This design comes from an exercise in tuning for small area and few clock cycles on the open sky130 flow, not from production work. Function was checked by simulation only, so behaviour that the tests miss may differ from the original. Power figures rest on the tool's default switching activity, not on a simulated workload.

[flow/design.v]
package dcache_pkg;
  typedef logic [31:0] word_t;
  localparam int WORDS_PER_BLK = 2;
  localparam int WSEL_W        = $clog2(WORDS_PER_BLK);  
  localparam int BLKOFF_W      = WSEL_W + 2;             
  localparam word_t HIT_CNT_ADDR = 32'h0000_3100;
  typedef enum logic [2:0] {
    IDLE,        
    WB,          
    FILL,        
    FLUSH_SCAN,  
    FLUSH_WB,    
    HIT_STORE,   
    HALTED       
  } ctrl_state_t;
  typedef enum logic [1:0] {
    MEM_NONE,  
    MEM_WB,    
    MEM_FILL,  
    MEM_CNT    
  } mem_op_t;
endpackage
`timescale 1ns/1ps
module dcache (
  input  logic        CLK,
  input  logic        nRST,
  input  logic        dmemren,
  input  logic        dmemwen,
  input  logic [31:0] dmemaddr,
  input  logic [31:0] dmemstore,
  input  logic        halt,
  output logic        dhit,
  output logic [31:0] dmemload,
  output logic        flushed,
  output logic        dren,
  output logic        dwen,
  output logic [31:0] daddr,
  output logic [31:0] dstore,
  input  logic [31:0] dload,
  input  logic        dwait
);
  localparam logic [29:0] HC_WORD = 30'h0000_0C40;   
  localparam logic [1:0] G_NONE = 2'd0, G_DEM = 2'd1, G_VB = 2'd2, G_CNT = 2'd3;
  logic [25:0] tag_q  [0:15];
  logic [31:0] dat0_q [0:15];
  logic [31:0] dat1_q [0:15];
  logic [15:0] wv0_q, wv1_q;    
  logic [15:0] wd0_q, wd1_q;    
  logic [7:0]  lru_q;           
  logic [28:0] vb_blk_q;
  logic [31:0] vb_w0_q, vb_w1_q;
  logic [1:0]  vb_d_q;          
  logic [31:0] hit_cnt_q;
  logic        cnt_done_q;
  logic [2:0]  ridx;
  logic [25:0] rtag;
  logic        rw;
  logic [15:0] fd;              
  logic        any_fd;
  logic [3:0]  pe_f;            
  logic [2:0]  sidx;
  logic [25:0] tag0, tag1;
  logic        v0, v1, m0, m1, thit, hway, vway, away;
  logic        xway;
  logic [3:0]  xf;
  logic [31:0] s0_w0, s0_w1, s1_w0, s1_w1;
  logic [31:0] s0_rd, s1_rd, x_w0, x_w1;
  logic [25:0] x_tag;
  logic [1:0]  x_d, v_d;
  logic        ok0, ok1, word_ok;
  assign ridx = dmemaddr[5:3];
  assign rtag = dmemaddr[31:6];
  assign rw   = dmemaddr[2];
  assign fd     = wd0_q | wd1_q;
  assign any_fd = |fd;
  always_comb begin
    pe_f = 4'd0;
    for (int i = 15; i >= 0; i--) begin
      if (fd[i]) pe_f = 4'(i);
    end
  end
  assign sidx = halt ? pe_f[3:1] : ridx;
  assign tag0 = tag_q[{sidx, 1'b0}];
  assign tag1 = tag_q[{sidx, 1'b1}];
  assign v0   = wv0_q[{sidx, 1'b0}] | wv1_q[{sidx, 1'b0}];
  assign v1   = wv0_q[{sidx, 1'b1}] | wv1_q[{sidx, 1'b1}];
  assign m0   = v0 && (tag0 == rtag);
  assign m1   = v1 && (tag1 == rtag);
  assign thit = m0 || m1;
  assign hway = m1;
  assign vway = !v0 ? 1'b0 : !v1 ? 1'b1 : lru_q[sidx];
  assign away = thit ? hway : vway;
  assign xway = halt ? pe_f[0] : thit ? !hway : vway;
  assign xf   = {sidx, xway};
  assign s0_w0 = dat0_q[{sidx, 1'b0}];
  assign s0_w1 = dat1_q[{sidx, 1'b0}];
  assign s1_w0 = dat0_q[{sidx, 1'b1}];
  assign s1_w1 = dat1_q[{sidx, 1'b1}];
  assign s0_rd = rw ? s0_w1 : s0_w0;
  assign s1_rd = rw ? s1_w1 : s1_w0;
  assign x_w0  = xway ? s1_w0 : s0_w0;
  assign x_w1  = xway ? s1_w1 : s0_w1;
  assign x_tag = xway ? tag1 : tag0;
  assign x_d   = {wd1_q[xf], wd0_q[xf]};
  assign v_d   = {wd1_q[{sidx, vway}], wd0_q[{sidx, vway}]};
  assign ok0 = m0 && (rw ? wv1_q[{sidx, 1'b0}] : wv0_q[{sidx, 1'b0}]);
  assign ok1 = m1 && (rw ? wv1_q[{sidx, 1'b1}] : wv0_q[{sidx, 1'b1}]);
  assign word_ok = ok0 || ok1;
  logic        vb_busy, vb_wsel, vb_last, vb_hazard;
  logic        dem_rd;
  logic [1:0]  gnt;
  assign vb_busy   = |vb_d_q;
  assign vb_wsel   = !vb_d_q[0];
  assign vb_last   = (vb_d_q != 2'b11);
  assign vb_hazard = vb_busy && (vb_blk_q == {rtag, ridx});
  assign dem_rd = dmemren && (thit ? !word_ok : ((v_d == 2'b00) || !vb_busy) && !vb_hazard);
  always_comb begin
    if (dem_rd)                               gnt = G_DEM;
    else if (vb_busy)                         gnt = G_VB;
    else if (halt && !any_fd && !cnt_done_q)  gnt = G_CNT;
    else                                      gnt = G_NONE;
  end
  assign dren = !dwait && (gnt == G_DEM);
  assign dwen = !dwait && ((gnt == G_VB) || (gnt == G_CNT));
  assign daddr  = dem_rd ? {dmemaddr[31:2], 2'b00} :
                  vb_busy ? {vb_blk_q, vb_wsel, 2'b00} : {HC_WORD, 2'b00};
  assign dstore = !vb_busy ? hit_cnt_q : (vb_wsel ? vb_w1_q : vb_w0_q);
  logic vb_free, dhit_r, dhit_w, alloc, dem_done, vb_load;
  assign vb_free  = !vb_busy || ((gnt == G_VB) && !dwait && vb_last);
  assign dem_done = (gnt == G_DEM) && !dwait;
  assign dhit_r = dmemren && (word_ok || dem_done);
  assign dhit_w = dmemwen && (thit || (((v_d == 2'b00) || !vb_busy || (!dwait && vb_last)) && !vb_hazard));
  assign dhit   = dhit_r || dhit_w;
  assign alloc  = dhit && !thit;
  assign dmemload = ok1 ? s1_rd : ok0 ? s0_rd : dload;
  logic        dw_en, dw_word;
  logic [3:0]  dw_f;
  logic [31:0] dw_data;
  assign dw_en   = dhit_w || dem_done;
  assign dw_f    = {ridx, away};
  assign dw_word = rw;
  assign dw_data = dmemwen ? dmemstore : dload;
  assign vb_load = vb_free && (halt ? any_fd : ((dmemren || dmemwen) && (x_d != 2'b00)));
  always_ff @(posedge CLK) begin
    if (dw_en && !dw_word) dat0_q[dw_f] <= dw_data;
    if (dw_en &&  dw_word) dat1_q[dw_f] <= dw_data;
    if (alloc) tag_q[{ridx, vway}] <= rtag;
    if (vb_load) begin
      vb_blk_q <= {x_tag, sidx};
      vb_w0_q  <= x_w0;
      vb_w1_q  <= x_w1;
    end
  end
  always_ff @(posedge CLK) begin
    if (!nRST) begin
      wv0_q      <= '0;
      wv1_q      <= '0;
      wd0_q      <= '0;
      wd1_q      <= '0;
      lru_q      <= '0;
      vb_d_q     <= '0;
      hit_cnt_q  <= '0;
      cnt_done_q <= 1'b0;
    end else begin
      if (vb_load) begin
        wd0_q[xf] <= 1'b0;
        wd1_q[xf] <= 1'b0;
      end
      if (alloc) begin
        wv0_q[{ridx, vway}] <= !rw;
        wv1_q[{ridx, vway}] <=  rw;
        wd0_q[{ridx, vway}] <= dmemwen && !rw;
        wd1_q[{ridx, vway}] <= dmemwen &&  rw;
      end else if (dw_en) begin
        if (!dw_word) wv0_q[dw_f] <= 1'b1;
        if ( dw_word) wv1_q[dw_f] <= 1'b1;
        if (dhit_w && !dw_word) wd0_q[dw_f] <= 1'b1;
        if (dhit_w &&  dw_word) wd1_q[dw_f] <= 1'b1;
      end
      if (dhit) begin
        lru_q[ridx] <= !away;
        if (thit) hit_cnt_q <= hit_cnt_q + 32'd1;
      end
      if (vb_load) begin
        vb_d_q <= x_d;
      end else if ((gnt == G_VB) && !dwait) begin
        vb_d_q[vb_wsel] <= 1'b0;
      end
      if ((gnt == G_CNT) && !dwait) cnt_done_q <= 1'b1;
    end
  end
  assign flushed = cnt_done_q;
endmodule
[flow/run.sh]
#!/bin/bash
# synth_recipe.tcl (not shown) runs the flow's synth.tcl, then flattens the netlist and writes it again
# the make line also repeats each setting of config.mk as NAME=value (left out here)
make -C /OpenROAD-flow-scripts/flow DESIGN_CONFIG=/design/flow/config.mk WORK_HOME=/design/flow/orfs CLKGATE_MAP_FILE= SYNTH_SCRIPT=/design/flow/synth_recipe.tcl finish
[flow/config.mk]
export PLATFORM = sky130hd
export DESIGN_NAME = dcache
export DESIGN_NICKNAME = dcache
export VERILOG_FILES = /design/flow/design.v
export SDC_FILE = /design/flow/constraint.sdc
export NUM_CORES = 4
export LEC_CHECK = 0
export ABC_AREA = 1
export CAP_MARGIN = 20
export CORE_MARGIN = 2
export CORE_UTILIZATION = 40
export SLEW_MARGIN = 20
[flow/constraint.sdc]
create_clock -name core_clock -period 12.0 [get_ports {CLK}]
set_input_delay 2.4000 -clock core_clock [delete_from_list [all_inputs] [get_ports {CLK}]]
set_output_delay 2.4000 -clock core_clock [all_outputs]
set_load 0.01 [all_outputs]
==> flow_summary_export.csv, run 1 <==
group,metric,value,unit
global_routing,antenna_found_initial,7,
global_routing,grt_max_degree,186,
global_routing,track_usage,24.6,%
critical_path,worstPathArrival,8.79,ns
drt,routedWlPerCell,25.2,µm
power_and_ir_drop,powerDensity,231,mW/mm²
placed_design,place_congestion,0.916,
synth,yosysWarnings,1,
clock_tree,cts_root_buffer,"clkbuf_16",
critical_path,start_kind,"primary input",
final_layout,final_nets,6872,
worst_hold_path,hp-class,"flop to flop",
power_and_ir_drop,power,19000,µW
timing,worst_slew_pin_slew,1.12,ns
power_and_ir_drop,p_comb_share,35.8,%
die,start_util,40.4,%
timing,slew_headroom,25.0,%
synth,synth_top_area_share,63.8,%
timing,post-route-min-period,11.19,ns
timing,postLayoutSetupSlackWorst,0.812,ns
power_and_ir_drop,p_sw,7420,µW
clock_tree,post_cts_buffers,0,
clock_tree,cts_tree,"built",
placed_design,io_buffers,197,
critical_path,end_kind,"primary output",
placed_design,placed_area,0.0767,mm²
global_routing,grt_pass1_vias,49700,
final_layout,final_cell_area,0.0824,mm²
timing,max_freq,0.0894,GHz
critical_path,cp_max_fo,150,
drt,ant_nets,0,
placed_design,place_ws,0.938,ns
die,dieArea,0.184,mm²
timing,finalMaxSlewViolations,0,
critical_path,cpMostUsedCell,"nand2_1",
clock_tree,cts_buffer_depth,3,
synth,synth_area,0.0722,mm²
synth,yosysMostFrequentCell,"edfxtp_1",
die,die_w,429,µm
synth,ys_top_cells_by_area,"edfxtp_1 64%, nand2_1 5.8%, o21ai_0 5.1%, nand3_1 4.7%, nor2_1 4.6%",
timing,fin_setup_tns,0,ns
timing,skew,0.0508,ns
drt,vias,53800,
final_layout,layout-drive-gt1-share,8.08,%
power_and_ir_drop,p_int,11600,µW
power_and_ir_drop,total_leakage_power,0.0282,µW
drt,dr.first_iter.drc_count,6504,
synth,yosysTopAreaCell,"edfxtp_1",
global_routing,grt_first_pass_wirelength,338000,µm
die,coreArea,0.179,mm²
clock_tree,clk_pin_slew,0.06,ns
critical_path,cpPeakStageDelay,0.65,ns
synth,ys_seq_area_share,66.7,%
clock_tree,numCtsBuffers,170,
synth,ys_async_sr_fraction,0,%
timing,timing.final.crit_share,93.2,%
drt,route.detailed.drc,0,
critical_path,ff2ff_setup_slack,4.75,ns
placed_design,post-dp-hpwl,132000,µm
final_layout,utilization,46.1,%
drt,drt_pass1_iterations,6,
die,die_h,429,µm
clock_tree,cts.sinks,1640,
clock_tree,h-tree-depth,4,
clock_tree,holdBufCountCts,0,
synth,synth_cell_types,63,
critical_path,cp_top_family,"buffers and inverters",
power_and_ir_drop,clkPwrFrac,26.7,%
timing,rsz0062_at_grt,"false",
power_and_ir_drop,ir_worst_vdd,0.215,mV
final_layout,antenna_cells,0,
timing,final-setup-viol-count,0,
outcome,status,"complete, no violations",
critical_path,required,9.60,ns
flow_run,drv_cap,0,
clock_tree,ctsResizeCount,0,
synth,postSynthCellCount,6692,
critical_path,criticalPathCategory,"primary input to primary output",
drt,drt-total-wl,233000,µm
die,io_pins,202,
timing,hold_violations,0,
critical_path,critical_path.slowest_cell,"clkdlybuf4s50_1",
synth,ys.flop_type,"edfxtp_1",
final_layout,layout-area-overhead-vs-synth,14.2,%
synth,synth-edff-count,1533,
power_and_ir_drop,seqPwrFrac,37.5,%
critical_path,worst-path-buf-inv,8,
synth,ys_ff_latch,1640,
synth,ys_top_cells_by_count,"1533 x edfxtp_1, 1109 x nand2_1, 892 x nor2_1",
clock_tree,worst_skew_pair.late_latency,0.84,ns
power_and_ir_drop,swShare,39.0,%
global_routing,overflow,0,
synth,syn_area_per_cell,10.8,µm²
drt,avgViaCountPerCell,5.82,
die,std_cell_rows,155,
## power by group through the flow
stage / Clock (µW) / Combinational [µW] / Sequential [µW]
final: 5080 / 6810 / 7130
after detailed placement: 0 / 6660 / 7240
after global placement: 0 / 6560 / 7230
after global routing: 5360 / 7390 / 7160
after floorplan: 0 / 4390 / 7190
after CTS: 5140 / 6680 / 7120
## area by class of cell
class,instances,area [µm²]
sequential,1640,48200
inverter,264,1010
multi-input combinational,4345,21700
fill,16300,96400
clock buffer,209,4470
tap,2355,2950
clock inverter,89,802
timing repair buffer,332,3320
## cells by family (layout without fill, tap and decap cells)
group	count (synthesis)	count (layout)	synth area share, %
AND/OR/NAND/NOR	2938	2938	17.3
flip-flops	1640	1640	66.7
AO/OA/AOI/OAI	1321	1321	10.6
buffers and inverters	708	894	4.14
XOR/XNOR	34	34	0.413
multiplexers	33	33	0.458
adder cells (fa/ha/maj)	17	17	0.295
other	1	2	0.00520
## per-stage QoR
stage               cells  hold slack [ns]
global route         9234            0.486
CTS                  9224            0.466
floorplan            6693            0.440
detailed placement   8926            0.457
finish               9234            0.463
global placement     8926            0.448
## cell usage in the layout (no fill, tap or decap), types with 26 or more instances in the layout
cell type and instances:
a21oi_1 86, a31oi_1 95, buf_4 112, clkbuf_1 33, clkbuf_16 171, clkdlybuf4s50_1 193
clkinv_1 45, dfxtp_1 106, edfxtp_1 1533, inv_1 238, mux2i_1 33, nand2_1 1108
nand3_1 681, nand4_1 29, nor2_1 873, nor3_1 59, nor3_2 31, o211ai_1 96
o21ai_0 700, o21ai_4 26, o221ai_1 66, o22ai_1 167, o311ai_0 32, or2_2 69
xor2_1 31
## state kept, by name, indices dropped and copies added (netlist names)
register and cells:
vb_w1_q 32, lru_q 8, vb_d_q 2, wd0_q 16
dat0_q 512, tag_q 416, vb_blk_q 29, hit_cnt_q 32
dat1_q 512, vb_w0_q 32, wv0_q 16, wd1_q 16
cnt_done_q 1, wv1_q 16
## layer usage
metal | GRT usage, % | wire length (µm)
met1 | 33.8 | 96500
met2 | 39.1 | 108000
met3 | 3.86 | 18600
met4 | 9.84 | 9460
met5 | 0 | 63
## worst min-delay path: stages (launching register included)
cell and delay (ns):
dfxtp_1 0.31, nand2_1 0.06, a21oi_1 0.05
## worst paths after layout
check,endpoint,from,cells after the start
hold / removal,hit_cnt_q[31]$_SDFFE_PN0P_,hit_cnt_q[31]$_SDFFE_PN0P_,2
hold reg to reg,hit_cnt_q[31]$_SDFFE_PN0P_,hit_cnt_q[31]$_SDFFE_PN0P_,2
setup reg to reg,vb_w1_q[11]$_DFFE_PN_,wd1_q[13]$_SDFF_PN0_,32
setup / recovery,daddr[13],halt,28
Testbench counts, summed over its fixed seeds: cycles 4,131.
==> inputs of run 2 (changes only) <==
--- a/flow/config.mk
+++ b/flow/config.mk
@@ -5,8 +5,9 @@
 export SDC_FILE = /design/flow/constraint.sdc
 export NUM_CORES = 4
 export LEC_CHECK = 0
-export ABC_AREA = 1
 export CAP_MARGIN = 20
 export CORE_MARGIN = 2
-export CORE_UTILIZATION = 40
+export CORE_UTILIZATION = 60
+export CTS_BUF_LIST = sky130_fd_sc_hd__clkbuf_4 sky130_fd_sc_hd__clkbuf_8
+export PLACE_DENSITY = 0.7
 export SLEW_MARGIN = 20
==> run 2 against run 1 <==
Hold slack better by 0.017 ns. Combinational power decreased by 17%. Sequential share of layout area up 0.64 points. Cell count fell by 12%. Clock power shrank 5.9%. First-iteration DRC count is 6.4% higher. Via count shrank 3.4%. Critical path depth decreased by 8. Clock skew is 0.011 ns higher. Critical endpoint is now daddr[2]. Largest power group unchanged.
==> flow_summary_export.csv, run 2 <==
group,metric,value,unit
global_routing,antenna_found_initial,11,
clock_tree,cts.sinks,1640,
timing,final-setup-viol-count,0,
synth,ys_async_sr_fraction,0,%
timing,hold_violations,0,
drt,drt_pass1_iterations,7,
final_layout,nFillCells,8730,
clock_tree,cts_root_buffer,"clkbuf_8",
critical_path,worstPathArrival,8.87,ns
global_routing,met1_usage,47.9,%
global_routing,top_usage_layer,"met2",
timing,slew_headroom,19.8,%
final_layout,layout-drive-gt1-share,11.5,%
final_layout,most-common-layout-cells,"1533 x edfxtp_1, 1493 x nand2_1, 588 x nand3_1",
global_routing,overflow,0,
power_and_ir_drop,powerDensity,213,mW/mm²
global_routing,use_met3,7.19,%
worst_hold_path,hp-class,"flop to flop",
drt,routedWlPerCell,26.9,µm
die,die_h,350,µm
synth,ys_seq_area_share,66.9,%
flow_run,drv_cap,0,
die,start_util,60.3,%
critical_path,criticalPathCategory,"primary input to primary output",
critical_path,start_kind,"primary input",
final_layout,final_common_cell,"edfxtp_1",
timing,skew,0.0619,ns
timing,fin_setup_tns,0,ns
critical_path,crit_chain,"clkdlybuf4s50_1 > nor2b_1 > and3b_1 > a21o_4 > inv_8 > buf_4 > buf_4 > mux2i_1 > nand2_1 > a32oi_1 > o2111a_1 > nand4_1 > a2111oi_4 > and3_2 > nor3_2 > nor2_4 > buf_4 > nand2_1 > o21ai_0 > clkdlybuf4s50_1",
power_and_ir_drop,p_sw,6230,µW
timing,post-route-min-period,11.27,ns
placed_design,place_ws,0.778,ns
final_layout,top_regs,"dat0_q (512), dat1_q (512), tag_q (416)",
critical_path,cp_max_fo,51,
power_and_ir_drop,p_comb_share,32.5,%
die,coreArea,0.119,mm²
synth,synth-edff-count,1533,
drt,avgViaCountPerCell,6.42,
timing,finalMaxSlewViolations,0,
clock_tree,cts_tree,"built",
drt,route.detailed.drc,0,
global_routing,grt_use_met2,55.2,%
power_and_ir_drop,total_leakage_power,0.0285,µW
placed_design,post-dp-hpwl,130000,µm
final_layout,layout-area-overhead-vs-synth,13.2,%
synth,synth_cell_types,95,
clock_tree,holdBufCountCts,0,
synth,ys.flop_type,"edfxtp_1",
global_routing,grt_first_pass_wirelength,316000,µm
global_routing,grt_pass1_vias,48700,
clock_tree,ctsResizeCount,0,
die,dieArea,0.123,mm²
power_and_ir_drop,power,17400,µW
synth,synth_area,0.0720,mm²
power_and_ir_drop,seqPwrFrac,40.0,%
die,std_cell_rows,127,
clock_tree,numCtsBuffers,284,
outcome,status,"complete, no violations",
synth,ys_ff_latch,1640,
placed_design,io_buffers,197,
drt,ant_nets,0,
clock_tree,clk_pin_slew,0.05,ns
drt,vias,52000,
clock_tree,worst_skew_pair.late_latency,1.00,ns
clock_tree,cts_buffer_depth,4,
critical_path,cpPeakStageDelay,0.72,ns
clock_tree,post_cts_buffers,0,
timing,postLayoutSetupSlackWorst,0.727,ns
synth,ys_top_cells_by_count,"1533 x edfxtp_1, 1494 x nand2_1, 588 x nand3_1",
power_and_ir_drop,p_int,11100,µW
critical_path,critical_path.slowest_cell,"clkdlybuf4s50_1",
timing,timing.final.crit_share,93.9,%
power_and_ir_drop,ir_worst_vdd,0.164,mV
power_and_ir_drop,swShare,35.8,%
synth,yosysTopAreaCell,"edfxtp_1",
final_layout,final_nets,6412,
placed_design,place_congestion,0.925,
clock_tree,h-tree-depth,5,
power_and_ir_drop,clkPwrFrac,27.5,%
synth,yosysMostFrequentCell,"edfxtp_1",
synth,postSynthCellCount,6060,
critical_path,end_kind,"primary output",
synth,syn_area_per_cell,11.9,µm²
global_routing,track_usage,35.3,%
die,die_w,350,µm
timing,worst_slew_pin_slew,1.19,ns
die,io_pins,202,
global_routing,grt_max_degree,177,
synth,yosysWarnings,1,
synth,ys_top_cells_by_area,"edfxtp_1 64%, nand2_1 7.8%, mux2i_1 4.2%, nand3_1 4.1%, dfxtp_1 3.0%",
critical_path,cpMostUsedCell,"buf_4",
synth,synth_top_area_share,63.9,%
critical_path,required,9.60,ns
drt,drt-total-wl,218000,µm
drt,dr.first_iter.drc_count,6921,
timing,max_freq,0.0887,GHz
timing,rsz0062_at_grt,"false",
[run 2: cell types whose count changed after synthesis, sizes merged, moves of 66 or more]
cell    previous run  this run
o21ai            741       119
nor2             895       278
nand2           1118      1494
mux2i             33       302
inv              260        36
o22ai            168        12
a21oi             87       227
and3               1       117
nand3            683       589
o211ai            96         4
a311oi             0        70
a211oi             9        77
or2               71         5
[run 2: critical path: cells and delay by family]
family / cells / cell delay [ns]
AO/OA/AOI/OAI: 5 / 1.61
multiplexers: 1 / 0.26
AND/OR/NAND/NOR: 8 / 1.92
buffers and inverters: 6 / 2.59
[run 2: worst paths after layout]
kind | start | to | slack, ns | cells past startpoint
max | halt | daddr[2] | 0.73 | 20
min | wv0_q[0]$_SDFFE_PN0P_ | wv0_q[0]$_SDFFE_PN0P_ | 0.48 | 1
max reg2reg | wd1_q[14]$_SDFF_PN0_ | wd0_q[12]$_SDFF_PN0_ | 3.86 | 20
min reg2reg | wv0_q[0]$_SDFFE_PN0P_ | wv0_q[0]$_SDFFE_PN0P_ | 0.48 | 1
[run 2: area by class of cell]
cell class | instances | area [µm²] | share of cell area [%]
Antenna cell | 6 | 15.0 | 0.0184
Clock buffer | 396 | 4850 | 5.95
Clock inverter | 79 | 365 | 0.448
Inverter | 37 | 171 | 0.210
Multi-Input combinational cell | 3960 | 22300 | 27.4
Sequential cell | 1640 | 48200 | 59.1
Tap cell | 1612 | 2020 | 2.47
Timing Repair Buffer | 370 | 3610 | 4.43
[run 2: layer usage]
metal  wire, µm  vias up
met3      24900      576
met1      82300    25400
met5         26        -
li1           -    22700
met4       9660        4
met2     101000     3285
[run 2: through the flow]
step	cells	util [%]	area (µm²)	hold WS, ns
floorplan	6061	-	72000	0.437
global placement	7619	63.8	76300	0.451
detailed placement	7619	63.8	76300	0.471
CTS	8094	68.2	81500	0.483
global route	8098	68.2	81500	0.487
finish	8100	68.2	81500	0.480
[run 2: cells by family after synthesis]
| logic type | count (synthesis) | share of synthesized area (%) |
|---|---|---|
| DFF | 1640 | 66.9 |
| other | 1 | 0.00521 |
| adders and majority gates | 19 | 0.323 |
| and+or+nand+nor | 2658 | 15.9 |
| xor gates and xnor gates | 105 | 1.28 |
| AOI/OAI and AO/OA | 810 | 7.46 |
| muxes | 366 | 5.45 |
| buffers and inverters | 461 | 2.64 |
[run 2: power by group through the flow]
stage	combinational, µW	sequential (µW)	clock [µW]
2_1_floorplan	3690	6990	0
3_3_place_gp	5450	7040	0
3_5_place_dp	5530	7050	0
4_1_cts	5550	6940	4820
5_1_grt	6040	6960	5050
6_report	5650	6940	4780
==> inputs of run 3 (changes only) <==
==> flow/config.mk (replaced) <==
export PLATFORM = sky130hd
export DESIGN_NAME = dcache
export DESIGN_NICKNAME = dcache
export VERILOG_FILES = /design/flow/design.v
export SDC_FILE = /design/flow/constraint.sdc
export NUM_CORES = 4
export LEC_CHECK = 0
export CAP_MARGIN = 20
export CORE_MARGIN = 2
export CORE_UTILIZATION = 40
export CTS_BUF_LIST = sky130_fd_sc_hd__clkbuf_8
export CTS_CLUSTER_DIAMETER = 50
export CTS_CLUSTER_SIZE = 14
export SLEW_MARGIN = 20
==> run 3 against run 2 <==
Hold slack got worse by 0.0042 ns. Still clean. Combinational power fell by 0.9%. Sequential cell count did not move. Synthesized cell count did not move.
==> flow_summary_export.csv, run 3 <==
group,metric,value,unit
outcome,status,"complete, no violations",
global_routing,overflow,0,
worst_hold_path,hp-class,"flop to flop",
timing,skew,0.0780,ns
power_and_ir_drop,p_int,10000,µW
clock_tree,ctsResizeCount,0,
timing,worst_slew_pin_slew,1.16,ns
critical_path,reg2reg_to,"dat0_q[2][25]$_DFFE_PP_",
final_layout,most-common-layout-cells,"1533 x edfxtp_1, 1493 x nand2_1, 588 x nand3_1",
timing,fin_setup_tns,0,ns
die,start_util,40.3,%
critical_path,ff2ff_setup_slack,3.77,ns
timing,timing.final.crit_share,94.5,%
drt,drt-total-wl,228000,µm
die,dieArea,0.183,mm²
critical_path,end_kind,"primary output",
drt,ant_nets,0,
clock_tree,post_cts_buffers,0,
power_and_ir_drop,seqPwrFrac,43.0,%
timing,slew_headroom,22.6,%
clock_tree,cts.sinks,1640,
final_layout,layout-area-overhead-vs-synth,11.2,%
critical_path,rr_startpoint,"wd0_q[8]$_SDFF_PN0_",
placed_design,io_buffers,197,
final_layout,top_regs,"dat0_q (512), dat1_q (512), tag_q (416)",
final_layout,final_nets,6269,
drt,dr.first_iter.drc_count,5910,
clock_tree,cts_root_buffer,"clkbuf_8",
synth,synth_area,0.0720,mm²
die,io_pins,202,
synth,ys_ff_latch,1640,
power_and_ir_drop,total_leakage_power,0.0274,µW
global_routing,grt_pass1_vias,46800,
worst_hold_path,min-delay-start,"wv1_q[0]$_SDFFE_PN0P_",
drt,vias,50200,
synth,syn_area_per_cell,11.9,µm²
timing,post-route-min-period,11.34,ns
timing,finalMaxSlewViolations,0,
power_and_ir_drop,powerDensity,201,mW/mm²
synth,synth_top_area_share,63.9,%
synth,yosysWarnings,1,
synth,synth_cell_types,95,
power_and_ir_drop,p_sw,6100,µW
die,coreArea,0.179,mm²
clock_tree,numCtsBuffers,159,
synth,postSynthCellCount,6060,
drt,routedWlPerCell,26.4,µm
clock_tree,clk_pin_slew,0.07,ns
clock_tree,worst_skew_pair.late_latency,0.98,ns
final_layout,nFillCells,16300,
final_layout,utilization,44.8,%
synth,ys_top_cells_by_count,"1533 x edfxtp_1, 1494 x nand2_1, 588 x nand3_1",
synth,ys_seq_area_share,66.9,%
critical_path,criticalPathCategory,"primary input to primary output",
critical_path,required,9.60,ns
clock_tree,h-tree-depth,4,
power_and_ir_drop,ir_worst_vdd,0.240,mV
synth,synth-edff-count,1533,
power_and_ir_drop,clkPwrFrac,22.2,%
global_routing,antenna_found_initial,4,
synth,ys.flop_type,"edfxtp_1",
worst_hold_path,hold_end,"wv1_q[0]$_SDFFE_PN0P_",
global_routing,grt_max_degree,161,
power_and_ir_drop,swShare,37.9,%
die,die_w,428,µm
clock_tree,holdBufCountCts,0,
critical_path,start_kind,"primary input",
global_routing,track_usage,24.1,%
clock_tree,cts_buffer_depth,3,
synth,ys_async_sr_fraction,0,%
clock_tree,cts_tree,"built",
die,die_h,428,µm
drt,route.detailed.drc,0,
placed_design,post-dp-hpwl,133000,µm
power_and_ir_drop,p_comb_share,34.8,%
final_layout,layout-drive-gt1-share,8.61,%
final_layout,final_common_cell,"edfxtp_1",
flow_run,drv_cap,0,
drt,avgViaCountPerCell,5.83,
placed_design,place_congestion,0.875,
synth,ys_top_cells_by_area,"edfxtp_1 64%, nand2_1 7.8%, mux2i_1 4.2%, nand3_1 4.1%, dfxtp_1 3.0%",
synth,yosysMostFrequentCell,"edfxtp_1",
die,std_cell_rows,155,
timing,max_freq,0.0882,GHz
global_routing,grt_first_pass_wirelength,327000,µm
critical_path,r2r_cells,17,
critical_path,cp_max_fo,41,
timing,hold_violations,0,
synth,yosysTopAreaCell,"edfxtp_1",
timing,final-setup-viol-count,0,
drt,drt_pass1_iterations,7,
critical_path,worstPathArrival,8.94,ns
timing,rsz0062_at_grt,"false",
worst_hold_path,hold_depth,1,
==> run 3: kinds of logic (layout without fill, tap and decap cells) <==
| kind of cell | Yosys count | in the layout | share of synthesized area, % |
|---|---|---|---|
| other | 1 | 4 | 0.00521 |
| AND/OR/NAND/NOR | 2658 | 2658 | 15.9 |
| flip-flops | 1640 | 1640 | 66.9 |
| multiplexers | 366 | 366 | 5.45 |
| XOR/XNOR | 105 | 105 | 1.28 |
| adder cells (fa/ha/maj) | 19 | 19 | 0.323 |
| AO/OA/AOI/OAI | 810 | 810 | 7.46 |
| buffers and inverters | 461 | 663 | 2.64 |
==> run 3: how the worst max path moves through the flow <==
stage	slack [ns]	end	cells after the start	start
final	0.66	daddr[6]	18	halt
after global routing	0.35	daddr[2]	18	halt
after CTS	0.73	daddr[6]	18	halt
after detailed placement	0.76	daddr[17]	19	halt
after global placement	0.82	daddr[17]	19	halt
after floorplan	3.38	vb_blk_q[0]$_DFFE_PN_	17	halt
==> run 3: layer usage <==
metal	track usage (%)	vias to the layer above	wire (µm)
met5	0	-	13
met2	38.7	2269	107000
met3	3.57	435	17500
met1	32.6	25200	93200
met4	10.2	2	10100
li1	-	22300	-
==> run 3: metrics by stage <==
stage / setup slack, ns / hold WS (ns) / area, µm² / power [µW] / std cells
finish: 0.661 / 0.476 / 80100 / 16100 / 8620
global route: 0.353 / 0.520 / 80100 / 16800 / 8619
global placement: 0.820 / 0.457 / 76900 / 12500 / 8344
CTS: 0.733 / 0.480 / 80100 / 16100 / 8618
detailed placement: 0.758 / 0.462 / 76900 / 12600 / 8344
floorplan: 3.38 / 0.437 / 72000 / 10700 / 6061
==> run 3: layout make-up <==
cell class,count,area (µm²),share of cell area (%)
sequential,1640,48200,60.2
multi-input combinational,3960,22300,27.8
timing repair buffer,352,3300,4.12
tap,2355,2950,3.68
clock buffer,164,2260,2.82
clock inverter,110,920,1.15
inverter,37,175,0.219
antenna,2,5.00,0.00625
==> run 3: worst max-delay path, stage by stage <==
cell and delay, ns:
clkdlybuf4s50_1 0.75, nor2b_1 0.28, and3b_1 0.22, a21o_4 0.25
inv_8 0.28, buf_4 0.62, mux2i_1 0.40, mux2i_1 0.27
a21boi_0 0.13, mux4_2 0.48, o21ai_0 0.24, a21oi_1 0.21
and3_2 0.31, nor3_2 0.42, nor2_4 0.20, buf_4 0.25
o21ai_0 0.51, clkdlybuf4s50_1 0.67
==> run 3: power groups by stage <==
stage / clock (µW) / combinational, µW / sequential, µW
global placement: 0 / 5480 / 7040
finish: 3570 / 5600 / 6920
floorplan: 0 / 3690 / 6990
detailed placement: 0 / 5540 / 7050
CTS: 3630 / 5560 / 6920
global route: 3830 / 6020 / 6950
==> inputs of run 4 (changes only) <==
--- a/flow/config.mk
+++ b/flow/config.mk
@@ -9,6 +9,6 @@
 export CORE_MARGIN = 2
 export CORE_UTILIZATION = 40
 export CTS_BUF_LIST = sky130_fd_sc_hd__clkbuf_8
-export CTS_CLUSTER_DIAMETER = 50
-export CTS_CLUSTER_SIZE = 14
+export CTS_CLUSTER_DIAMETER = 60
+export CTS_CLUSTER_SIZE = 18
 export SLEW_MARGIN = 20
==> run 4 against run 3 <==
Cell count is 0.55% lower. Routed wire length is 0.39% lower. Synthesized area stayed put. Still clean on timing, DRC and antenna. Count of clock-buffer cells in the layout is 29 lower. Sequential cell count stayed put. Maximum frequency hardly changed. Clock skew is 0.0015 ns lower.
==> flow_summary_export.csv, run 4 <==
group,metric,value,unit
final_layout,seqCellArea,0.0482,mm²
drt,drt-total-wl,227000,µm
timing,fin_setup_tns,0,ns
outcome,status,"complete, no violations",
die,coreArea,0.179,mm²
synth,yosysWarnings,1,
final_layout,stdcell_count,8573,
critical_path,criticalPathCategory,"primary input to primary output",
final_layout,multiInputGateArea,0.0223,mm²
synth,ys_top_cells_by_count,"1533 x edfxtp_1, 1494 x nand2_1, 588 x nand3_1",
die,die_h,428,µm
critical_path,cp_max_fo,37,
final_layout,nFillCells,16400,
drt,vias,49900,
drt,avgViaCountPerCell,5.82,
timing,finalMaxSlewViolations,0,
final_layout,layout-drive-gt1-share,8.25,%
critical_path,ff2ff_setup_slack,3.72,ns
clock_tree,cts_tree,"built",
placed_design,io_buffers,197,
final_layout,utilization,44.6,%
clock_tree,h-tree-depth,4,
drt,dr.first_iter.drc_count,5529,
worst_hold_path,min-delay-start,"wv1_q[0]$_SDFFE_PN0P_",
timing,max_freq,0.0881,GHz
synth,synth_area,0.0720,mm²
die,die_w,428,µm
synth,yosysMostFrequentCell,"edfxtp_1",
critical_path,r2r_cells,17,
drt,routedWlPerCell,26.5,µm
drt,route.detailed.drc,0,
synth,synth-edff-count,1533,
global_routing,grt_max_degree,161,
synth,ys_seq_area_share,66.9,%
timing,timing.final.crit_share,94.6,%
clock_tree,holdBufCountCts,0,
flow_run,drv_cap,0,
power_and_ir_drop,ir_worst_vdd,0.240,mV
synth,ys_async_sr_fraction,0,%
drt,ant_nets,0,
critical_path,required,9.60,ns
die,start_util,40.3,%
global_routing,grt_pass1_vias,46400,
synth,syn_area_per_cell,11.9,µm²
synth,yosysTopAreaCell,"edfxtp_1",
placed_design,dp.cells,8344,
placed_design,place_ws,0.758,ns
power_and_ir_drop,powerDensity,199,mW/mm²
clock_tree,cts_root_buffer,"clkbuf_8",
clock_tree,post_cts_buffers,0,
die,io_pins,202,
critical_path,end_kind,"primary output",
worst_hold_path,hold_end,"wv1_q[0]$_SDFFE_PN0P_",
worst_hold_path,hp-class,"flop to flop",
clock_tree,clk_pin_slew,0.10,ns
timing,postLayoutSetupSlackWorst,0.652,ns
die,std_cell_rows,155,
final_layout,final_nets,6241,
timing,worst_slew_pin_slew,1.15,ns
synth,ys.flop_type,"edfxtp_1",
power_and_ir_drop,total_leakage_power,0.0271,µW
synth,ys_ff_latch,1640,
drt,drt_pass1_iterations,6,
clock_tree,worst_skew_pair.late_latency,0.96,ns
timing,hold_violations,0,
critical_path,worstPathArrival,8.95,ns
synth,synth_cell_types,95,
clock_tree,numCtsBuffers,131,
clock_tree,cts.sinks,1640,
critical_path,reg2reg_to,"dat0_q[2][27]$_DFFE_PP_",
final_layout,final_common_cell,"edfxtp_1",
global_routing,overflow,0,
worst_hold_path,hold_depth,1,
timing,post-route-min-period,11.35,ns
timing,skew,0.0764,ns
synth,synth_top_area_share,63.9,%
final_layout,layout-area-overhead-vs-synth,10.7,%
synth,ys_top_cells_by_area,"edfxtp_1 64%, nand2_1 7.8%, mux2i_1 4.2%, nand3_1 4.1%, dfxtp_1 3.0%",
timing,final-setup-viol-count,0,
timing,rsz0062_at_grt,"false",
critical_path,rr_startpoint,"wd0_q[8]$_SDFF_PN0_",
global_routing,antenna_found_initial,5,
clock_tree,ctsResizeCount,0,
final_layout,top_regs,"dat0_q (512), dat1_q (512), tag_q (416)",
critical_path,start_kind,"primary input",
final_layout,most-common-layout-cells,"1533 x edfxtp_1, 1493 x nand2_1, 588 x nand3_1",
placed_design,post-dp-hpwl,133000,µm
synth,postSynthCellCount,6060,
global_routing,track_usage,24.0,%
timing,slew_headroom,23.3,%
global_routing,grt_first_pass_wirelength,325000,µm
clock_tree,cts_buffer_depth,3,
placed_design,place_congestion,0.875,
die,dieArea,0.183,mm²
run 4: where the power goes:
group | internal (µW) | total (µW) | switching (µW)
Combinational | 1730 | 5590 | 3860
Clock | 1320 | 3340 | 2020
Sequential | 6770 | 6920 | 157
Total | 9810 | 15800 | 6040
run 4: how the worst max path moves through the flow:
stage | endpoint | startpoint | slack, ns | cells after the start
after floorplan | vb_blk_q[0]$_DFFE_PN_ | halt | 3.38 | 17
after global placement | daddr[17] | halt | 0.82 | 19
after detailed placement | daddr[17] | halt | 0.76 | 19
after CTS | daddr[6] | halt | 0.75 | 18
after global routing | daddr[2] | halt | 0.38 | 18
final | daddr[17] | halt | 0.65 | 17
run 4: final cells by class:
| class | count | share of cell area (%) |
|---|---|---|
| Clock inverter | 92 | 1.13 |
| Antenna cell | 2 | 0.00628 |
| Clock buffer | 135 | 2.33 |
| Tap cell | 2355 | 3.70 |
| Timing Repair Buffer | 352 | 4.14 |
| Sequential cell | 1640 | 60.5 |
| Inverter | 37 | 0.220 |
| Multi-Input combinational cell | 3960 | 28.0 |
run 4: kinds of logic after synthesis:
group | Yosys count | synth area share [%]
other | 1 | 0.00521
buffers and inverters | 461 | 2.64
multiplexers | 366 | 5.45
adder cells (fa/ha/maj) | 19 | 0.323
AO/OA/AOI/OAI | 810 | 7.46
XOR/XNOR | 105 | 1.28
flip-flops | 1640 | 66.9
AND/OR/NAND/NOR | 2658 | 15.9
run 4: critical path: stages:
cell and delay [ns]:
clkdlybuf4s50_1 0.74, nand4_1 0.25, o32a_2 0.33, clkinv_8 0.30, a21oi_2 0.91, a22oi_1 0.22, nand2_1 0.16, xnor2_1 0.11
or4_4 0.59, a2111oi_4 0.54, and3_2 0.38, nor3_2 0.12, nor2_4 0.41, buf_4 0.33, nand2_1 0.07, o21ai_0 0.32
clkdlybuf4s50_1 0.70
run 4: routing by layer:
layer | global-route usage (%) | vias up | routed length, µm
met5 | 0 | - | 13
met4 | 9.37 | 2 | 9290
met3 | 3.31 | 374 | 17400
met2 | 38.8 | 2249 | 107000
met1 | 32.6 | 25000 | 93200
li1 | - | 22300 | -
run 4: per-stage QoR:
step	instance area, µm²	hold WS, ns	power (µW)
after floorplan	72000	0.437	10700
after global placement	76900	0.457	12500
after detailed placement	76900	0.462	12600
after CTS	79700	0.486	15900
after global routing	79700	0.525	16500
final	79700	0.484	15800
==> inputs of run 5 (changes only) <==
--- a/flow/config.mk
+++ b/flow/config.mk
@@ -8,7 +8,7 @@
 export CAP_MARGIN = 20
 export CORE_MARGIN = 2
 export CORE_UTILIZATION = 40
-export CTS_BUF_LIST = sky130_fd_sc_hd__clkbuf_8
-export CTS_CLUSTER_DIAMETER = 60
-export CTS_CLUSTER_SIZE = 18
+export CTS_BUF_LIST = sky130_fd_sc_hd__clkbuf_4
+export CTS_CLUSTER_DIAMETER = 40
+export CTS_CLUSTER_SIZE = 8
 export SLEW_MARGIN = 20
==> run 5 against run 4 <==
Still clean. Cell count rose by 2.5%. Die area did not move. Global-route usage rose by 0.30 points. Sequential power barely moved. Clock power rose by 15%. First-iteration DRC count rose by 7.8%. Register-to-register slack improved by 0.05 ns. Critical path type unchanged. Largest power group unchanged.
==> flow_summary_export.csv, run 5 <==
group,metric,value,unit
outcome,status,"complete, no violations",
critical_path,worst-path-buf-inv,5,
clock_tree,numCtsBuffers,290,
power_and_ir_drop,total_leakage_power,0.0277,µW
global_routing,grt_first_pass_wirelength,330000,µm
clock_tree,post_cts_buffers,0,
drt,avgViaCountPerCell,5.81,
clock_tree,ctsResizeCount,0,
critical_path,cpPeakStageDelay,0.74,ns
final_layout,final_nets,6400,
critical_path,critical_path.slowest_cell,"clkdlybuf4s50_1",
synth,synth-edff-count,1533,
critical_path,end_kind,"primary output",
timing,skew,0.148,ns
timing,final-setup-viol-count,0,
final_layout,top_regs,"dat0_q (512), dat1_q (512), tag_q (416)",
final_layout,most-common-layout-cells,"1533 x edfxtp_1, 1493 x nand2_1, 588 x nand3_1",
die,coreArea,0.179,mm²
timing,timing.final.crit_share,94.1,%
drt,routedWlPerCell,26.1,µm
final_layout,layout-area-overhead-vs-synth,11.7,%
die,start_util,40.3,%
clock_tree,worst_skew_pair.late_latency,1.36,ns
drt,dr.first_iter.drc_count,5960,
timing,max_freq,0.0886,GHz
clock_tree,cts.sinks,1640,
clock_tree,clk_pin_slew,0.09,ns
synth,yosysWarnings,1,
placed_design,place_congestion,0.875,
die,io_pins,202,
die,die_h,428,µm
timing,post-route-min-period,11.29,ns
global_routing,antenna_found_initial,6,
clock_tree,cts_tree,"built",
placed_design,io_buffers,197,
final_layout,utilization,45.0,%
timing,finalHoldWorstSlack,0.482,ns
timing,rsz0062_at_grt,"false",
synth,ys_top_cells_by_area,"edfxtp_1 64%, nand2_1 7.8%, mux2i_1 4.2%, nand3_1 4.1%, dfxtp_1 3.0%",
drt,ant_nets,0,
critical_path,required,9.60,ns
final_layout,stdcell_count,8787,
timing,hold_violations,0,
critical_path,worstPathArrival,8.89,ns
synth,yosysTopAreaCell,"edfxtp_1",
synth,synth_cell_types,95,
global_routing,grt_pass1_vias,48000,
synth,ys_seq_area_share,66.9,%
critical_path,cp_max_fo,40,
worst_hold_path,hp-class,"flop to flop",
synth,ys_ff_latch,1640,
clock_tree,h-tree-depth,5,
clock_tree,cts_root_buffer,"clkbuf_4",
clock_tree,holdBufCountCts,0,
critical_path,crit_chain,"clkdlybuf4s50_1 > nor2b_1 > and3b_1 > a21o_4 > inv_8 > buf_4 > mux2i_1 > mux2i_1 > a32oi_1 > o2111a_1 > nand4_1 > a2111oi_4 > and3_2 > nor3_2 > nor2_4 > buf_4 > nand2_1 > o21ai_0 > clkdlybuf4s50_1",
global_routing,grt_max_degree,161,
clock_tree,cts_buffer_depth,4,
synth,synth_top_area_share,63.9,%
drt,vias,51100,
synth,ys_async_sr_fraction,0,%
timing,worst_slew_pin_slew,1.14,ns
placed_design,dp.cells,8344,
power_and_ir_drop,ir_worst_vdd,0.241,mV
critical_path,start_kind,"primary input",
final_layout,layout-drive-gt1-share,11.3,%
synth,ys_top_cells_by_count,"1533 x edfxtp_1, 1494 x nand2_1, 588 x nand3_1",
critical_path,cp_top_family,"buffers and inverters",
synth,ys.flop_type,"edfxtp_1",
die,die_w,428,µm
timing,slew_headroom,23.9,%
die,dieArea,0.183,mm²
flow_run,drv_cap,0,
critical_path,criticalPathCategory,"primary input to primary output",
drt,drt_pass1_iterations,6,
drt,drt-total-wl,229000,µm
placed_design,post-dp-hpwl,133000,µm
synth,postSynthCellCount,6060,
timing,fin_setup_tns,0,ns
final_layout,final_common_cell,"edfxtp_1",
synth,syn_area_per_cell,11.9,µm²
power_and_ir_drop,powerDensity,203,mW/mm²
timing,finalMaxSlewViolations,0,
drt,route.detailed.drc,0,
global_routing,track_usage,24.3,%
synth,yosysMostFrequentCell,"edfxtp_1",
die,std_cell_rows,155,
global_routing,overflow,0,
synth,synth_area,0.0720,mm²
run 5: cell counts after synthesis:
Identical to the previous run, type by type.
run 5: power by group:
group / internal, µW / total (µW) / switching [µW]
Combinational: 1730 / 5590 / 3860
Clock: 1760 / 3840 / 2080
Sequential: 6770 / 6930 / 159
Total: 10300 / 16400 / 6100
run 5: through the flow:
stage          setup WS [ns]  cell area (µm²)  total power [µW]
3_5_place_dp           0.758            76900             12600
6_report               0.713            80400             16400
2_1_floorplan           3.38            72000             10700
5_1_grt                0.380            80400             17100
3_3_place_gp           0.820            76900             12500
4_1_cts                0.753            80400             16400
run 5: final timing paths:
path	from	end	slack [ns]	cells past startpoint
max	halt	daddr[17]	0.71	19
min	wv1_q[0]$_SDFFE_PN0P_	wv1_q[0]$_SDFFE_PN0P_	0.48	1
max reg2reg	wd0_q[8]$_SDFF_PN0_	dat0_q[10][12]$_DFFE_PP_	3.77	17
min reg2reg	wv1_q[0]$_SDFFE_PN0P_	wv1_q[0]$_SDFFE_PN0P_	0.48	1
run 5: logic make-up after synthesis:
family,after synthesis,synth area share (%)
buf+inv,461,2.64
fa+ha+maj,19,0.323
other cells,1,0.00521
flops,1640,66.9
simple gates,2658,15.9
compound gates,810,7.46
xor+xnor,105,1.28
mux,366,5.45
run 5: area by class of cell:
cell class | count | area (µm²)
Clock buffer | 359 | 2700
Sequential cell | 1640 | 48200
Antenna cell | 6 | 15.0
Fill cell | 16500 | 98200
Inverter | 37 | 175
Tap cell | 2355 | 2950
Multi-Input combinational cell | 3960 | 22300
Clock inverter | 78 | 805
Timing Repair Buffer | 352 | 3300
run 5: per-layer routing:
layer | track usage, % | wire length (µm) | up-vias | share of wire (%)
met5 | 0 | 13 | - | 0.0057
met4 | 10.3 | 9570 | 2 | 4.2
met3 | 4.00 | 18500 | 445 | 8.1
met2 | 39.0 | 108000 | 2465 | 47
met1 | 32.6 | 93200 | 25400 | 41
li1 | - | - | 22800 | -
==> inputs of run 6 (changes only) <==
--- a/flow/config.mk
+++ b/flow/config.mk
@@ -9,6 +9,6 @@
 export CORE_MARGIN = 2
 export CORE_UTILIZATION = 40
 export CTS_BUF_LIST = sky130_fd_sc_hd__clkbuf_4
-export CTS_CLUSTER_DIAMETER = 40
-export CTS_CLUSTER_SIZE = 8
+export CTS_CLUSTER_DIAMETER = 50
+export CTS_CLUSTER_SIZE = 10
 export SLEW_MARGIN = 20
==> run 6 against run 5 <==
Cell area is 1.4% lower. Utilization is 0.63 points lower. First-iteration DRC count is 1.7% lower. Via count is 1.2% lower. Synthesized cell count stayed put. Non-clock buffer count stayed put. Highest routed layer unchanged. Cell count is 1.5% lower. Sequential share of layout area is 0.85 points higher. Sequential cell count stayed put. Hold slack hardly changed.
==> flow_summary_export.csv, run 6 <==
group,metric,value,unit
outcome,status,"complete, no violations",
flow_run,drv_cap,0,
critical_path,crit_end,"daddr[2]",
die,die_w,428,µm
global_routing,track_usage,24.1,%
final_layout,final_common_cell,"edfxtp_1",
drt,routedWlPerCell,26.3,µm
clock_tree,cts.sinks,1640,
die,std_cell_rows,155,
clock_tree,ctsResizeCount,0,
synth,ys_top_cells_by_count,"1533 x edfxtp_1, 1494 x nand2_1, 588 x nand3_1",
clock_tree,cts_buffer_depth,3,
critical_path,criticalPathCategory,"primary input to primary output",
synth,synth_area,0.0720,mm²
timing,fin_setup_tns,0,ns
placed_design,io_buffers,197,
final_layout,layout-area-overhead-vs-synth,10.2,%
critical_path,rr_startpoint,"wd0_q[8]$_SDFF_PN0_",
clock_tree,cts_root_buffer,"clkbuf_4",
timing,skew,0.136,ns
worst_hold_path,hp-class,"flop to flop",
critical_path,reg2reg_to,"dat0_q[2][0]$_DFFE_PP_",
synth,synth_top_area_share,63.9,%
clock_tree,clk_pin_slew,0.10,ns
synth,ys_seq_area_share,66.9,%
clock_tree,cts_tree,"built",
critical_path,ff2ff_setup_slack,3.72,ns
timing,max_freq,0.0881,GHz
synth,yosysWarnings,1,
drt,drt_pass1_iterations,6,
synth,synth-edff-count,1533,
drt,drt-total-wl,228000,µm
die,dieArea,0.183,mm²
global_routing,grt_first_pass_wirelength,327000,µm
global_routing,grt_max_degree,161,
synth,postSynthCellCount,6060,
global_routing,antenna_found_initial,5,
final_layout,final_nets,6305,
synth,yosysTopAreaCell,"edfxtp_1",
drt,vias,50500,
drt,dr.first_iter.drc_count,5860,
power_and_ir_drop,total_leakage_power,0.0270,µW
synth,ys_ff_latch,1640,
critical_path,required,9.60,ns
clock_tree,post_cts_buffers,0,
critical_path,startpoint,"halt",
power_and_ir_drop,ir_worst_vdd,0.239,mV
placed_design,post-dp-hpwl,133000,µm
timing,final-setup-viol-count,0,
synth,syn_area_per_cell,11.9,µm²
timing,rsz0062_at_grt,"false",
drt,avgViaCountPerCell,5.83,
die,coreArea,0.179,mm²
timing,finalHoldWorstSlack,0.482,ns
timing,worst_slew_pin_slew,1.16,ns
placed_design,dp.cells,8344,
final_layout,stdcell_count,8656,
synth,ys_async_sr_fraction,0,%
timing,timing.final.crit_share,94.6,%
timing,finalMaxSlewViolations,0,
critical_path,worstPathArrival,8.95,ns
drt,ant_nets,0,
synth,ys_top_cells_by_area,"edfxtp_1 64%, nand2_1 7.8%, mux2i_1 4.2%, nand3_1 4.1%, dfxtp_1 3.0%",
synth,synth_cell_types,95,
timing,hold_violations,0,
placed_design,place_congestion,0.875,
timing,slew_headroom,22.8,%
clock_tree,h-tree-depth,4,
global_routing,grt_pass1_vias,47000,
timing,post-route-min-period,11.35,ns
critical_path,r2r_cells,17,
critical_path,end_kind,"primary output",
global_routing,overflow,0,
final_layout,most-common-layout-cells,"1533 x edfxtp_1, 1493 x nand2_1, 588 x nand3_1",
clock_tree,holdBufCountCts,0,
power_and_ir_drop,powerDensity,196,mW/mm²
critical_path,start_kind,"primary input",
critical_path,cp_max_fo,41,
synth,yosysMostFrequentCell,"edfxtp_1",
die,io_pins,202,
clock_tree,worst_skew_pair.late_latency,1.36,ns
clock_tree,numCtsBuffers,195,
final_layout,layout-drive-gt1-share,9.59,%
die,start_util,40.3,%
drt,route.detailed.drc,0,
die,die_h,428,µm
final_layout,top_regs,"dat0_q (512), dat1_q (512), tag_q (416)",
synth,ys.flop_type,"edfxtp_1",
-- run 6: area by class of cell --
cell class                      instances  area, µm²
Tap cell                             2355       2950
Antenna cell                           11       27.5
Multi-Input combinational cell       3960      22300
Inverter                               37        175
Timing Repair Buffer                  352       3300
Clock inverter                         43        430
Fill cell                           16400      99300
Sequential cell                      1640      48200
Clock buffer                          258       1940
-- run 6: cells by family after synthesis --
| family | count (synthesis) | share of synthesized area (%) |
|---|---|---|
| AND/OR/NAND/NOR | 2658 | 15.9 |
| flip-flops | 1640 | 66.9 |
| AO/OA/AOI/OAI | 810 | 7.46 |
| buffers and inverters | 461 | 2.64 |
| multiplexers | 366 | 5.45 |
| XOR/XNOR | 105 | 1.28 |
| adder cells (fa/ha/maj) | 19 | 0.323 |
| other | 1 | 0.00521 |
-- run 6: critical path, stage by stage --
cell	delay (ns)
clkdlybuf4s50_1	0.76
nor2b_1	0.28
and3b_1	0.21
a21o_4	0.25
inv_8	0.29
buf_4	0.62
mux2i_1	0.40
mux2i_1	0.29
a21oi_1	0.10
mux4_2	0.48
o21ai_0	0.22
a21oi_1	0.20
and3_2	0.31
nor3_2	0.43
nor2_4	0.20
buf_4	0.26
o21ai_0	0.54
clkdlybuf4s50_1	0.65
-- run 6: worst min path at each step --
stage	startpoint	endpoint	depth (start not counted)
after floorplan	wv0_q[0]$_SDFFE_PN0P_	wv0_q[0]$_SDFFE_PN0P_	1
after global placement	wv1_q[0]$_SDFFE_PN0P_	wv1_q[0]$_SDFFE_PN0P_	1
after detailed placement	wv1_q[0]$_SDFFE_PN0P_	wv1_q[0]$_SDFFE_PN0P_	1
after CTS	wv1_q[0]$_SDFFE_PN0P_	wv1_q[0]$_SDFFE_PN0P_	1
after global routing	wv1_q[0]$_SDFFE_PN0P_	wv1_q[0]$_SDFFE_PN0P_	1
final	wv1_q[0]$_SDFFE_PN0P_	wv1_q[0]$_SDFFE_PN0P_	1
-- run 6: power by group --
| part | internal, µW | switching, µW | total, µW |
|---|---|---|---|
| clock | 1120 | 1950 | 3070 |
| combinational | 1730 | 3860 | 5590 |
| sequential | 6770 | 159 | 6920 |
| total | 9610 | 5970 | 15600 |
-- run 6: metal layers --
layer | track usage [%] | part of all wire, % | vias to the layer above
li1 | - | - | 22500
met5 | 0 | 0.0057 | -
met2 | 38.8 | 47 | 2296
met3 | 3.69 | 7.7 | 440
met1 | 32.6 | 41 | 25200
met4 | 9.93 | 4.3 | 2
-- run 6: stage by stage --
step	setup WS, ns	utilization [%]	area (µm²)	total power (µW)
final	0.646	44.4	79300	15600
after global routing	0.381	44.4	79300	16300
after CTS	0.753	44.4	79300	15600
after detailed placement	0.758	43.1	76900	12600
after global placement	0.820	43.1	76900	12500
after floorplan	3.38	-	72000	10700
==> inputs of run 7 (changes only) <==
--- a/flow/config.mk
+++ b/flow/config.mk
@@ -8,7 +8,4 @@
 export CAP_MARGIN = 20
 export CORE_MARGIN = 2
 export CORE_UTILIZATION = 40
-export CTS_BUF_LIST = sky130_fd_sc_hd__clkbuf_4
-export CTS_CLUSTER_DIAMETER = 50
-export CTS_CLUSTER_SIZE = 10
 export SLEW_MARGIN = 20
==> run 7 against run 6 <==
Still clean. Count of clock-buffer cells in the layout is 21 lower. Cell area is 3.8% higher. Sequential share of layout area is 2.2 points lower. Hold slack worse by 0.0029 ns. Critical path depth is 1 lower. Non-clock buffer count stayed put. Synthesized cell count stayed put. Synthesized area stayed put. Sequential cell count stayed put. Maximum frequency is 0.12% lower. Critical path type unchanged. Largest power group unchanged. Highest routed layer unchanged.
==> flow_summary_export.csv, run 7 <==
group,metric,value,unit
outcome,status,"complete, no violations",
synth,ys.flop_type,"edfxtp_1",
drt,ant_nets,0,
synth,yosys.area_share.simple,15.9,%
die,start_util,40.3,%
synth,ys_top_cells_by_count,"1533 x edfxtp_1, 1494 x nand2_1, 588 x nand3_1",
synth,synthMuxAreaShare,5.45,%
timing,slew_headroom,23.6,%
final_layout,final_cell_area,0.0823,mm²
placed_design,post-dp-hpwl,133000,µm
timing,hold_violations,0,
drt,dr.first_iter.drc_count,5817,
synth,synth_top_family_by_area,"simple AND/OR/NAND/NOR gates",
clock_tree,cts_buffer_depth,3,
clock_tree,clk_pin_slew,0.06,ns
clock_tree,numCtsBuffers,173,
die,std_cell_rows,155,
clock_tree,h-tree-depth,4,
synth,ys_async_sr_fraction,0,%
worst_hold_path,hp-class,"flop to flop",
placed_design,dp.cells,8344,
timing,post-route-min-period,11.37,ns
timing,final-setup-viol-count,0,
final_layout,final_common_cell,"edfxtp_1",
drt,route.detailed.drc,0,
synth,synth_cell_types,95,
critical_path,critical_path.slowest_cell,"a21oi_2",
global_routing,grt_max_degree,161,
placed_design,place_congestion,0.875,
critical_path,worstPathArrival,8.97,ns
critical_path,criticalPathCategory,"primary input to primary output",
clock_tree,worst_skew_pair.late_latency,0.82,ns
timing,rsz0062_at_grt,"false",
synth,synth_xor_area_share,1.28,%
synth,yosysMostFrequentCell,"edfxtp_1",
die,die_w,428,µm
power_and_ir_drop,powerDensity,214,mW/mm²
drt,vias,50100,
critical_path,critical_path_cell_count,17,
critical_path,cp_top_family,"compound AO/OA/AOI/OAI gates",
die,dieArea,0.183,mm²
synth,yosysTopAreaCell,"edfxtp_1",
global_routing,antenna_found_initial,3,
die,die_h,428,µm
timing,worst_slew_pin_slew,1.14,ns
global_routing,grt_pass1_vias,47100,
synth,ys_ff_latch,1640,
flow_run,drv_cap,0,
clock_tree,ctsResizeCount,0,
final_layout,layout-drive-gt1-share,8.50,%
timing,fin_setup_tns,0,ns
timing,max_freq,0.0880,GHz
timing,finalHoldWorstSlack,0.479,ns
final_layout,top_regs,"dat0_q (512), dat1_q (512), tag_q (416)",
final_layout,most-common-layout-cells,"1533 x edfxtp_1, 1493 x nand2_1, 588 x nand3_1",
drt,drt_pass1_iterations,6,
timing,timing.final.crit_share,94.7,%
timing,skew,0.0692,ns
critical_path,cpPeakStageDelay,0.91,ns
final_layout,final_nets,6283,
global_routing,track_usage,24.1,%
synth,ys_top_cells_by_area,"edfxtp_1 64%, nand2_1 7.8%, mux2i_1 4.2%, nand3_1 4.1%, dfxtp_1 3.0%",
synth,ys_seq_area_share,66.9,%
power_and_ir_drop,total_leakage_power,0.0282,µW
clock_tree,cts_tree,"built",
drt,avgViaCountPerCell,5.79,
final_layout,layout-area-overhead-vs-synth,14.3,%
critical_path,worst-path-buf-inv,4,
critical_path,required,9.60,ns
synth,synth_compound_area_share,7.46,%
critical_path,start_kind,"primary input",
die,io_pins,202,
worst_hold_path,hold_depth,1,
synth,synth_area,0.0720,mm²
drt,drt-total-wl,228000,µm
timing,finalMaxSlewViolations,0,
clock_tree,cts_root_buffer,"clkbuf_16",
critical_path,cp_max_fo,37,
critical_path,crit_chain,"clkdlybuf4s50_1 > nand4_1 > o32a_2 > clkinv_8 > a21oi_2 > a22oi_1 > nand2_1 > xnor2_1 > or4_4 > a2111oi_4 > and3_2 > nor3_2 > nor2_4 > buf_4 > nand2_1 > o21ai_0 > clkdlybuf4s50_1",
synth,synth-edff-count,1533,
critical_path,r2r_cells,17,
die,coreArea,0.179,mm²
clock_tree,cts.sinks,1640,
global_routing,overflow,0,
synth,postSynthCellCount,6060,
global_routing,grt_first_pass_wirelength,328000,µm
synth,synth_fa_ha_area_share,0.323,%
placed_design,io_buffers,197,
power_and_ir_drop,ir_worst_vdd,0.245,mV
synth,yosysWarnings,1,
clock_tree,post_cts_buffers,0,
final_layout,stdcell_count,8660,
placed_design,placed_area,0.0769,mm²
critical_path,end_kind,"primary output",
clock_tree,holdBufCountCts,0,
synth,syn_area_per_cell,11.9,µm²
drt,routedWlPerCell,26.3,µm
synth,synth_top_area_share,63.9,%
==> run 7: cell counts after synthesis <==
Identical to the previous run, type by type.
==> run 7: cell families after synthesis <==
kind of cell             after synthesis
buffers and inverters                461
AO/OA/AOI/OAI                        810
other                                  1
AND/OR/NAND/NOR                     2658
multiplexers                         366
adder cells (fa/ha/maj)               19
flip-flops                          1640
XOR/XNOR                             105
==> run 7: stage by stage <==
stage               setup WS [ns]  utilization, %  total power [µW]
floorplan                    3.38               -             10700
global placement            0.820            43.1             12500
detailed placement          0.758            43.1             12600
CTS                         0.753            46.1             17700
global route                0.381            46.1             18400
finish                      0.633            46.1             17600
==> run 7: worst paths after layout <==
path,to,slack (ns),start
worst max-delay path,daddr[17],0.63,halt
worst min-delay path,wv1_q[0]$_SDFFE_PN0P_,0.48,wv1_q[0]$_SDFFE_PN0P_
worst max register to register,dat0_q[2][8]$_DFFE_PP_,3.74,wd0_q[8]$_SDFF_PN0_
worst min register to register,wv1_q[0]$_SDFFE_PN0P_,0.48,wv1_q[0]$_SDFFE_PN0P_
==> run 7: metal layers <==
metal  global-route usage, %  wire (µm)  vias up
li1                        -          -    22400
met1                    32.6      93800    25100
met2                    39.0     108000     2159
met3                    3.67      16900      400
met4                    9.82       9520        2
met5                       0         18        -
==> run 7: worst reg2reg max path, stage by stage, from the launching register on <==
cell and delay [ns]:
dfxtp_1 0.37, or4_4 0.57, nor4_2 0.41, o32a_2 0.39, clkinv_8 0.30, a21oi_2 0.92, a22oi_1 0.24, nand2_1 0.16
xnor2_1 0.11, or4_4 0.59, a2111oi_4 0.54, and3_2 0.39, nor3_2 0.12, o32a_1 0.48, nor2_1 0.39, nand2_1 0.37
nor2_4 0.97, buf_4 0.56
==> run 7: layout make-up <==
type                       count  area (µm²)
fill                       16100       96300
sequential                  1640       48200
multi-input combinational   3960       22300
clock buffer                 237        4700
timing repair buffer         352        3300
tap                         2355        2950
clock inverter                78         687
inverter                      37         175
antenna                        1        2.50
==> run 7: report_power, final <==
part / internal, µW / total, µW / leakage, µW / switching, µW
sequential: 6780 / 6940 / 0.0148 / 158
combinational: 1730 / 5590 / 0.0109 / 3860
clock: 2860 / 5120 / 0.00260 / 2250
total: 11400 / 17600 / 0.0282 / 6270
==> inputs of run 8 (changes only) <==
--- a/flow/config.mk
+++ b/flow/config.mk
@@ -8,4 +8,7 @@
 export CAP_MARGIN = 20
 export CORE_MARGIN = 2
 export CORE_UTILIZATION = 40
+export CTS_BUF_LIST = sky130_fd_sc_hd__clkbuf_4
+export CTS_CLUSTER_DIAMETER = 45
+export CTS_CLUSTER_SIZE = 9
 export SLEW_MARGIN = 20
==> run 8 against run 7 <==
Largest power group unchanged. Hold slack better by 0.0057 ns. Critical path depth increased by 2. Cell area decreased by 3.1%. Sequential share of layout area grew 1.9 points.
==> flow_summary_export.csv, run 8 <==
group,metric,value,unit
synth,synth-edff-count,1533,
timing,fin_setup_tns,0,ns
power_and_ir_drop,p_comb_share,35.3,%
critical_path,r2r_cells,17,
worst_hold_path,hp-class,"flop to flop",
synth,synth_area,0.0720,mm²
critical_path,rr_startpoint,"wd0_q[8]$_SDFF_PN0_",
critical_path,worstPathArrival,8.90,ns
critical_path,ff2ff_setup_slack,3.81,ns
die,std_cell_rows,155,
synth,ys.flop_type,"edfxtp_1",
global_routing,track_usage,24.1,%
timing,timing.final.crit_share,94.1,%
drt,routedWlPerCell,26.2,µm
synth,yosysWarnings,1,
critical_path,end_kind,"primary output",
drt,vias,50800,
outcome,status,"complete, no violations",
drt,drt-total-wl,228000,µm
timing,rsz0062_at_grt,"false",
synth,synth_cell_types,95,
power_and_ir_drop,clkPwrFrac,21.1,%
drt,dr.first_iter.drc_count,5747,
placed_design,io_buffers,197,
timing,finalMaxSlewViolations,0,
clock_tree,clk_pin_slew,0.10,ns
critical_path,crit_end,"daddr[17]",
timing,finalHoldWorstSlack,0.484,ns
clock_tree,ctsResizeCount,0,
die,start_util,40.3,%
power_and_ir_drop,seqPwrFrac,43.6,%
drt,drt_pass1_iterations,7,
power_and_ir_drop,p_int,9880,µW
synth,ys_async_sr_fraction,0,%
placed_design,dp.cells,8344,
timing,worst_slew_pin_slew,1.15,ns
drt,avgViaCountPerCell,5.83,
die,coreArea,0.179,mm²
clock_tree,numCtsBuffers,220,
power_and_ir_drop,powerDensity,199,mW/mm²
drt,route.detailed.drc,0,
timing,slew_headroom,22.8,%
critical_path,required,9.60,ns
synth,ys_ff_latch,1640,
clock_tree,cts.sinks,1640,
final_layout,utilization,44.7,%
global_routing,antenna_found_initial,7,
critical_path,cp_max_fo,41,
clock_tree,cts_buffer_depth,3,
placed_design,post-dp-hpwl,133000,µm
die,die_h,428,µm
timing,hold_violations,0,
final_layout,layout-drive-gt1-share,10.2,%
drt,ant_nets,0,
final_layout,final_nets,6330,
clock_tree,cts_tree,"built",
synth,synth_top_area_share,63.9,%
clock_tree,post_cts_buffers,0,
final_layout,layout-area-overhead-vs-synth,10.8,%
flow_run,drv_cap,0,
die,io_pins,202,
synth,yosysMostFrequentCell,"edfxtp_1",
power_and_ir_drop,total_leakage_power,0.0273,µW
power_and_ir_drop,p_sw,6000,µW
critical_path,startpoint,"halt",
die,die_w,428,µm
synth,ys_top_cells_by_count,"1533 x edfxtp_1, 1494 x nand2_1, 588 x nand3_1",
clock_tree,cts_root_buffer,"clkbuf_4",
synth,postSynthCellCount,6060,
global_routing,grt_pass1_vias,47200,
final_layout,top_regs,"dat0_q (512), dat1_q (512), tag_q (416)",
## run 8: cell counts after synthesis
No cell type changed its count.
## run 8: how the worst min path moves through the flow
stage / from / end / slack [ns] / cells past startpoint
global placement: wv1_q[0]$_SDFFE_PN0P_ / wv1_q[0]$_SDFFE_PN0P_ / 0.46 / 1
finish: wv1_q[0]$_SDFFE_PN0P_ / wv1_q[0]$_SDFFE_PN0P_ / 0.48 / 1
CTS: wv1_q[0]$_SDFFE_PN0P_ / wv1_q[0]$_SDFFE_PN0P_ / 0.49 / 1
global route: wv1_q[0]$_SDFFE_PN0P_ / wv1_q[0]$_SDFFE_PN0P_ / 0.53 / 1
floorplan: wv0_q[0]$_SDFFE_PN0P_ / wv0_q[0]$_SDFFE_PN0P_ / 0.44 / 1
detailed placement: wv1_q[0]$_SDFFE_PN0P_ / wv1_q[0]$_SDFFE_PN0P_ / 0.46 / 1
## run 8: metal layers
layer / track usage (%) / up-vias / part of all wire, %
li1: - / 22600 / -
met1: 32.7 / 25400 / 41
met2: 38.9 / 2372 / 47
met3: 3.62 / 447 / 7.9
met4: 9.77 / 2 / 4.2
met5: 0 / - / 0.0079
## run 8: cells by family after synthesis
group | Yosys count | synth area share [%]
other | 1 | 0.00521
adder cells (fa/ha/maj) | 19 | 0.323
XOR/XNOR | 105 | 1.28
flip-flops | 1640 | 66.9
AO/OA/AOI/OAI | 810 | 7.46
AND/OR/NAND/NOR | 2658 | 15.9
multiplexers | 366 | 5.45
buffers and inverters | 461 | 2.64
## run 8: stage by stage
stage          area, µm²  total power (µW)  worst slack (ns)
6_report           79800             15900             0.702
5_1_grt            79800             16600             0.378
3_3_place_gp       76900             12500             0.820
2_1_floorplan      72000             10700              3.38
3_5_place_dp       76900             12600             0.758
4_1_cts            79700             15900             0.751
## run 8: final cells by class
class                           count  area [µm²]
Tap cell                         2355        2950
Fill cell                       16400       98800
Timing Repair Buffer              352        3300
Clock buffer                      295        2210
Inverter                           37         175
Clock inverter                     59         611
Multi-Input combinational cell   3960       22300
Sequential cell                  1640       48200
Antenna cell                       12        30.0
## run 8: power groups by stage
stage	Combinational (µW)	Clock [µW]	Sequential, µW
2_1_floorplan	3690	0	6990
3_3_place_gp	5480	0	7040
5_1_grt	6020	3640	6950
6_report	5600	3360	6920
4_1_cts	5560	3430	6920
3_5_place_dp	5540	0	7050
## run 8: critical path, stage by stage
cell	delay [ns]
clkdlybuf4s50_1	0.75
nor2b_1	0.27
and3b_1	0.21
a21o_4	0.25
inv_8	0.29
buf_4	0.62
mux2i_1	0.16
mux2i_1	0.32
xor2_1	0.16
a221oi_1	0.40
nand4_1	0.20
a211oi_2	0.58
and3_1	0.34
nor3_2	0.12
nor2_4	0.42
buf_4	0.34
nand2_1	0.07
o21ai_0	0.26
clkdlybuf4s50_1	0.68
